Context: an optimization exercise on an open-source flow, tuned for small area. The choices shown serve that exercise and are no tape-out recipe. The RTL was checked by simulation tests, not by an equivalence proof against the original design. Power is estimated from default activity; no workload was simulated.

==> design/flow/design.v <==
module regfile_mp #(
    parameter int DATA_W  = 32,
    parameter int ADDR_W  = 5,
    parameter int NRD     = 2,
    parameter int NWR     = 2,
    parameter int ZERO_R0 = 1,
    parameter int DBG_IDX = 3
) (
    input  logic                  clk,
    input  logic                  rst_n,
    input  logic                  stall,
    input  logic [NRD*ADDR_W-1:0] raddr,
    output logic [NRD*DATA_W-1:0] rdata,
    input  logic [NWR-1:0]        wen,
    input  logic [NWR*ADDR_W-1:0] waddr,
    input  logic [NWR*DATA_W-1:0] wdata,
    output logic [DATA_W-1:0]     dbg_val,
    output logic                  wr_conflict
);
    localparam int                DEPTH    = 2 ** ADDR_W;
    localparam bit                HAS_ZERO = (ZERO_R0 != 0);
    localparam logic [ADDR_W-1:0] DBG_A    = ADDR_W'(DBG_IDX);
    generate
        if (NRD < 1 || NRD > 4) begin : g_bad_nrd
            $error("regfile_mp: NRD must be in 1..4");
        end
        if (NWR < 1 || NWR > 4) begin : g_bad_nwr
            $error("regfile_mp: NWR must be in 1..4");
        end
        if (DBG_IDX < 0 || DBG_IDX >= DEPTH) begin : g_bad_dbg
            $error("regfile_mp: DBG_IDX must address an existing register");
        end
    endgenerate
    logic [ADDR_W-1:0] wa [NWR];
    logic [DATA_W-1:0] wd [NWR];
    logic [ADDR_W-1:0] ra [NRD];
    genvar g;
    generate
        for (g = 0; g < NWR; g++) begin : g_wunpack
            assign wa[g] = waddr[g*ADDR_W +: ADDR_W];
            assign wd[g] = wdata[g*DATA_W +: DATA_W];
        end
        for (g = 0; g < NRD; g++) begin : g_runpack
            assign ra[g] = raddr[g*ADDR_W +: ADDR_W];
        end
    endgenerate
    logic [NWR-1:0] wvalid;
    always_comb begin
        wvalid = '0;
        for (int j = 0; j < NWR; j++) begin
            wvalid[j] = wen[j] && !(HAS_ZERO && (wa[j] == '0));
        end
    end
    logic [NWR-1:0] wwin;
    logic           conflict_d;
    always_comb begin
        wwin       = '0;
        conflict_d = 1'b0;
        for (int j = 0; j < NWR; j++) begin
            wwin[j] = wvalid[j];
            for (int k = 0; k < j; k++) begin
                if (wvalid[k] && (wa[k] == wa[j])) begin
                    wwin[j] = 1'b0;
                end
            end
            if (wvalid[j] && !wwin[j]) begin
                conflict_d = 1'b1;
            end
        end
    end
    logic [DATA_W-1:0] mem_q [DEPTH];
    logic [DATA_W-1:0] mem_d [DEPTH];
    always_comb begin
        for (int a = 0; a < DEPTH; a++) begin
            mem_d[a] = mem_q[a];
        end
        for (int j = 0; j < NWR; j++) begin
            if (wwin[j]) begin
                mem_d[wa[j]] = wd[j];
            end
        end
    end
    logic [DATA_W-1:0] rd_val [NRD];
    logic [DATA_W-1:0] rd_d   [NRD];
    logic [DATA_W-1:0] rd_q   [NRD];
    always_comb begin
        for (int i = 0; i < NRD; i++) begin
            rd_val[i] = mem_q[ra[i]];
            if (HAS_ZERO && (ra[i] == '0)) begin
                rd_val[i] = '0;
            end
            rd_d[i] = stall ? rd_q[i] : rd_val[i];
        end
    end
    logic conflict_q;
    always_ff @(posedge clk or negedge rst_n) begin
        if (!rst_n) begin
            for (int a = 0; a < DEPTH; a++) begin
                mem_q[a] <= '0;
            end
            for (int i = 0; i < NRD; i++) begin
                rd_q[i] <= '0;
            end
            conflict_q <= 1'b0;
        end else begin
            for (int a = 0; a < DEPTH; a++) begin
                mem_q[a] <= mem_d[a];
            end
            for (int i = 0; i < NRD; i++) begin
                rd_q[i] <= rd_d[i];
            end
            conflict_q <= conflict_d;
        end
    end
    generate
        for (g = 0; g < NRD; g++) begin : g_rpack
            assign rdata[g*DATA_W +: DATA_W] = rd_q[g];
        end
    endgenerate
    assign dbg_val     = (HAS_ZERO && (DBG_IDX == 0)) ? '0 : mem_q[DBG_A];
    assign wr_conflict = conflict_q;
endmodule
==> design/flow/run.sh <==
#!/bin/bash
# synth_recipe.tcl (not shown) runs the flow's synth.tcl, then flattens the netlist and writes it again
# the make line also repeats each setting of config.mk as NAME=value (left out here)
make -C /OpenROAD-flow-scripts/flow DESIGN_CONFIG=/design/flow/config.mk WORK_HOME=/design/flow/orfs CLKGATE_MAP_FILE= SYNTH_SCRIPT=/design/flow/synth_recipe.tcl finish
==> design/flow/config.mk <==
export PLATFORM = sky130hd
export DESIGN_NAME = regfile_mp
export DESIGN_NICKNAME = regfile_mp
export VERILOG_FILES = /design/flow/design.v
export SDC_FILE = /design/flow/constraint.sdc
export NUM_CORES = 8
export LEC_CHECK = 0
export CAP_MARGIN = 20
export CORE_MARGIN = 2
export CORE_UTILIZATION = 40
export SLEW_MARGIN = 20
==> design/flow/constraint.sdc <==
create_clock -name core_clock -period 5.0 [get_ports {clk}]
set_input_delay 1.0000 -clock core_clock [delete_from_list [all_inputs] [get_ports {clk}]]
set_output_delay 1.0000 -clock core_clock [all_outputs]
set_load 0.01 [all_outputs]
==> flow_metrics.env <==
export IMPL_h_tree_depth=4
export IMPL_yosys_warnings=9
export IMPL_area_delta_synth_final_pct=17.9
export IMPL_cts_sinks=1057
export IMPL_vias_per_cell=7.68
export IMPL_cp_data_arrival_time_ns=4.39
export IMPL_gp_congestion=1.07
export IMPL_grt_first_pass_wirelength_mm=589
export IMPL_die_y_um=397
export IMPL_max_stage_delay_ns=0.71
export IMPL_grt_max_degree=107
export IMPL_dp_hpwl_mm=283
export IMPL_finalCriticalPeriod_ns=3.72
export IMPL_critPathBufInv=2
export IMPL_drive_gt1_frac=0.125
export IMPL_ys_flop_type="dfrtp_1"
export IMPL_route_detailed_drc=0
export IMPL_grt_pass1_vias=63000
export IMPL_gr_total_overflow=0
export IMPL_synth_top_cell_by_area="dfrtp_1"
export IMPL_place_area_um2=68100
export IMPL_rows=144
export IMPL_slew_headroom=0.0695
export IMPL_cp_top_family="simple AND/OR/NAND/NOR gates"
export IMPL_post_place_ws_ns=0.807
export IMPL_ctsResizeCount=0
export IMPL_cts_inserted_buffers=131
export IMPL_synth_avg_cell_area_um2=8.87
export IMPL_synth_seq_cells=1057
export IMPL_crit_type="input pin to flip-flop"
export IMPL_rsz0062_at_grt="false"
export IMPL_synth_edf_count=0
export IMPL_hold_viol_final=0
export IMPL_timing_final_ws_setup_ns=1.28
export IMPL_yosysSeqAreaShare=0.428
export IMPL_power_density_nw_per_um2=416
export IMPL_wl_mm=450
export IMPL_synth_top_area_share=0.428
export IMPL_cts_root_buf="clkbuf_16"
export IMPL_clkTransAtPathRegs_ns=0.07
export IMPL_fill_cells=14800
export IMPL_end_kind="flip-flop"
export IMPL_period_share=0.744
export IMPL_syn_nets=7060
export IMPL_finalSetupTns_ns=0
export IMPL_holdBufCountCts=0
export IMPL_path_max_fanout=24
export IMPL_vias=70800
export IMPL_antenna_found_initial=71
export IMPL_vdd_drop_max_mv=0.329
export IMPL_cts_path_max_buffers=3
export IMPL_grt_usage=0.555
export IMPL_wl_per_cell_um=48.8
export IMPL_core_um2=154000
export IMPL_netlist_top_cells_area="dfrtp_1 43%, a22oi_1 12%, mux2i_1 11%"
export IMPL_initialDrtViolationCount=14100
export IMPL_worstSkewPairLatency_ns=0.81
export IMPL_dieWidth_um=397
export IMPL_synth_async_sr_flop_share=1.00
export IMPL_syn_inst=6971
export IMPL_num_nets_final=7056
export IMPL_post_cts_buffers=0
export IMPL_worstPathCellList="buf_2, and3b_2, and3_1, a2111oi_0, nand3_1, nor4_1, buf_4, o21ai_1"
export IMPL_fmax_mhz=269
export IMPL_synth_cell_types=79
export IMPL_status="finished clean"
export IMPL_cts_tree="yes"
export IMPL_drt_first_pass_iters=10
export IMPL_worst_pin_slew_ns=1.40
export IMPL_antenna_left=0
export IMPL_r2r_setup_slack_ns=2.51
export IMPL_netlist_area_um2=61800
export IMPL_finalMaxSlewViolations=0
export IMPL_finClkSkew_ns=0.0297
export IMPL_min_path_type="input pin to asynchronous set/reset pin"
export IMPL_initial_core_util=0.402
export IMPL_design_area_um2=72900
export IMPL_critPathSlowestCell="and3b_2"
export IMPL_p_leak_uw=0.0354
export IMPL_required_ns=5.67
export IMPL_max_cap_violations=0
export IMPL_io_pins=186
export IMPL_setup_viol=0
export IMPL_fp_dieArea_um2=158000
export IMPL_startpoint_type="input pin"
export IMPL_final_cell_mix="1057 x dfrtp_1, 1040 x a21oi_1, 1027 x nor2_1"
export IMPL_mostFrequentLayoutCell="dfrtp_1"
export IMPL_port_buffers=185
==> logic make-up after synthesis <==
group | after synthesis | synth area share
xor+xnor | 5 | 0.000708
compound gates | 2347 | 0.241
flops | 1057 | 0.428
buf+inv | 796 | 0.0580
mux | 694 | 0.112
simple gates | 2072 | 0.160
==> synth_stat cells (all sizes together), types with 123 or more instances <==
cell	instances
a21oi	1042
a22oi	962
and3	288
buf	382
clkbuf	398
dfrtp	1057
mux2i	691
nand2	199
nand3	154
nand4	123
nor2	1113
o21ai	133
==> area by class of cell <==
type                       instances  area, um^2  area share
multi-input combinational       5118       32700       0.449
tap                             2044        2560      0.0351
antenna                          103         258     0.00354
clock buffer                     171        3660      0.0502
timing repair buffer             643        6400      0.0877
clock inverter                    61         801      0.0110
inverter                          16        60.1    0.000824
sequential                      1057       26500       0.363
==> through the flow <==
step           hold WS (ns)   util  power (uW)  std cells
3_5_place_dp          0.478  0.443       19600       8875
2_1_floorplan         0.517      -       16100       6971
4_1_cts               0.319  0.472       29800       9107
3_3_place_gp          0.473  0.442       19500       8871
6_report              0.243  0.474       30300       9213
5_1_grt               0.295  0.472       31000       9128
==> sequential cells by signal, indices dropped and copies added (netlist names) <==
name and cells:
conflict_q 1, rd_q 64, mem_q 992
==> where the power goes <==
part           leakage, uW  total (uW)  internal [uW]  switching, uW
clock              0.00218       10300           5960           4350
combinational       0.0205        6040           2670           3370
sequential          0.0127       14000          10900           3020
==> final timing paths <==
check	startpoint	cells after the start	endpoint
hold reg to reg	rd_q[0][6]	2	rd_q[0][6]
setup / recovery	raddr[5]	8	rd_q[1][24]
min in group core_clock	rd_q[0][6]	2	rd_q[0][6]
max in group asynchronous	rst_n	2	mem_q[10][9]
hold / removal	rst_n	1	mem_q[14][0]
setup reg to reg	mem_q[6][4]	6	rd_q[1][4]
==> layer usage <==
layer	up-vias	track usage	wire (um)
li1	25900	-	-
met5	-	0.00212	483
met3	2512	0.272	72400
met4	38	0.438	45400
met1	34400	0.682	160000
met2	7898	0.731	172000

-- static timing again, ports no longer ideal --
How much do the figures lean on ideal ports? The routed layout below was timed once more, with nothing changed but the port constraints. Step 1 assumes that a clkbuf_16 drives the clock port and a buf_2 every other input. Step 2, shift: input delay + t, output delay - t, t = (earliest + latest rising clock arrival at the registers) / 2. This alone moves slack from input paths to output paths. Slacks: no drivers / after step 1 / after step 2; pairs: no drivers / after step 1.
shift t [ns]: 0.881
slack for setup (ns): 1.280 / 1.335 / 0.454
latest minus earliest clock arrival (ns): 0.041 / 0.041
After both steps this run still meets setup and hold. For this run, drivers alone change the setup slack by +0.055 ns; drivers and shift together by -0.826 ns.
